From an optimization exercise on the open Yosys and OpenROAD flow, aimed at small area; shortcuts taken in it are not production practice.
The RTL was checked by simulation tests, not by an equivalence proof against the original design.

Design sensor_stream_arbiter, start of the top module:
module sensor_stream_arbiter #(
  parameter int unsigned N_SENSORS = 8,
  parameter int unsigned DATA_W    = 110
) (
  input  logic                          clock,
  input  logic                          resetn,
  input  logic                          enable,
  input  logic [N_SENSORS-1:0]          sensor_ready,
  input  logic [N_SENSORS*DATA_W-1:0]   sensor_data,
  output logic [7:0]                    tx_data,
  output logic                          tx_valid,
  input  logic                          tx_ack,
  output logic                          busy,
  output logic [N_SENSORS-1:0]          overflow,
  input  logic                          clear_overflow
);
  localparam int unsigned NBYTES = (DATA_W + 7) / 8;    
  localparam int unsigned SH_W   = NBYTES * 8;
  logic                   valid;
  logic [2:0]             last;
  logic [N_SENSORS-1:0]   pending;
  logic [3:0]             cnt;         
  logic [N_SENSORS-1:0][DATA_W-1:0] hold;
  logic [DATA_W-1:0]      pkt;         
  logic [N_SENSORS-1:0] sel;
  logic [2:0]           gidx;
  always_comb begin
    gidx = 3'd0;
    for (int i = 0; i < N_SENSORS; i++) if (sel[i]) gidx = gidx | 3'(i);
  end
  wire grant = enable & (|sel);
  logic [DATA_W-1:0] pkt_n;
  always_comb begin
    pkt_n = {DATA_W{valid}} & pkt;
    for (int i = 0; i < N_SENSORS; i++) pkt_n = pkt_n | ({DATA_W{sel[i]}} & hold[i]);
  end
  wire [SH_W-1:0] pkt_x = SH_W'(pkt);
  logic [7:0] pbyte;
  always_comb begin
    pbyte = 8'h00;
    for (int k = 0; k < NBYTES; k++) if (cnt == 4'(k)) pbyte = pkt_x[SH_W-1-8*k -: 8];
  end
  wire xfer = valid & tx_ack;
  wire done = xfer & (cnt == 4'(NBYTES));
  logic [N_SENSORS-1:0] cap, keep;
  always_comb for (int i = 0; i < N_SENSORS; i++) begin
    cap[i]  = sensor_ready[i] & (~pending[i] | (enable & sel[i]));
    keep[i] = ~sensor_ready[i] | (pending[i] ^ (enable & sel[i]));
  end
  logic                 valid_n;
  logic [2:0]           last_n;
  logic [N_SENSORS-1:0] pending_n, overflow_n;
  always_comb begin
    valid_n = grant | (valid & ~done);
    last_n  = grant ? gidx : last;
    for (int i = 0; i < N_SENSORS; i++) begin
      pending_n[i]  = cap[i] | (pending[i] & ~(enable & sel[i]));
  ...
For scale: ~3200 cells after synthesis, roughly 910 I/O pins.
export LEC_CHECK = 0
export CAP_MARGIN = 20
export CORE_MARGIN = 2
export CORE_UTILIZATION = 40
export SLEW_MARGIN = 20
export BUFFER_PORTS_ARGS = -buffer_cell sky130_fd_sc_hd__buf_1
create_clock -name core_clock -period 8.0 [get_ports {clock}]
standard.sh (not shown) runs the stock make flow with config.mk's settings and CLKGATE_MAP_FILE= SYNTH_SCRIPT=/design/flow/synth_recipe.tcl, a recipe that flattens the netlist after the stock synthesis.
==> flow/flow/run.sh <==
#!/bin/bash
set -euo pipefail
cd "$(dirname "${BASH_SOURCE[0]}")/.."
echo 'export BUFFER_PORTS_ARGS = -buffer_cell sky130_fd_sc_hd__buf_1' >> config.mk
bash standard.sh > standard_flow.log 2>&1
The first run ran to the end with no violations.
==> next run, changes <==
==> flow/flow/run.sh (replaced) <==
#!/bin/bash
set -euo pipefail
cd "$(dirname "${BASH_SOURCE[0]}")/.."
cat >> config.mk <<'EOC'
export BUFFER_PORTS_ARGS = -buffer_cell sky130_fd_sc_hd__buf_1
export CTS_ARGS = -sink_clustering_enable -repair_clock_nets -dont_use_dummy_load -buf_list sky130_fd_sc_hd__clkbuf_16 -sink_clustering_size 30 -sink_clustering_max_diameter 100
EOC
bash standard.sh > standard_flow.log 2>&1
Settings changed: CORE_UTILIZATION 40 to 65, CTS_ARGS set to -sink_clustering_enable -repair_clock_nets -dont_use_dummy_load -buf_list sky130_fd_sc_hd__clkbuf_16 -sink_clustering_size 30 -sink_clustering_max_diameter 100.
Outcome: The changed run never finished: it broke off in 3_2_place_iop on PPL-0024. Area after synthesis does not change. Synthesized cell count stays the same.
==> next run, changes <==
Settings changed: CORE_UTILIZATION 65 to 40.
Outcome:
- With this change the flow completed with no timing, DRC or antenna violations
- area after synthesis is unchanged
- synthesized cell count is unchanged

-- separate check: timing with driven ports --
No port has a modelled driver above. Below, the same layouts with a new extraction and two added sets of constraints.
Step 1, drivers: a clkbuf_16 drives clock and a buf_2 each remaining input, both assumed.
Step 2 moves the port delays by t, midway between the first and last clock arrival at a register: inputs arrive t later, outputs are due t later. That takes back most of the time a late clock gives input paths.
Slacks: ideal / step 1 / step 2; pairs: ideal / step 1.
run | t (ns) | setup slack, ns | hold WS [ns] | latest minus earliest clock arrival (ns)
the first run | 0.764 | 2.421 / 2.441 / 1.677 | 0.454 / 0.454 / 0.454 | 0.025 / 0.026
the third run | 0.660 | 2.338 / 2.350 / 1.690 | 0.431 / 0.431 / 0.431 | 0.081 / 0.082
After both steps every run listed still meets setup and hold. For the first run, which loses most, drivers alone change the setup slack by +0.020 ns; drivers and shift together by -0.744 ns.
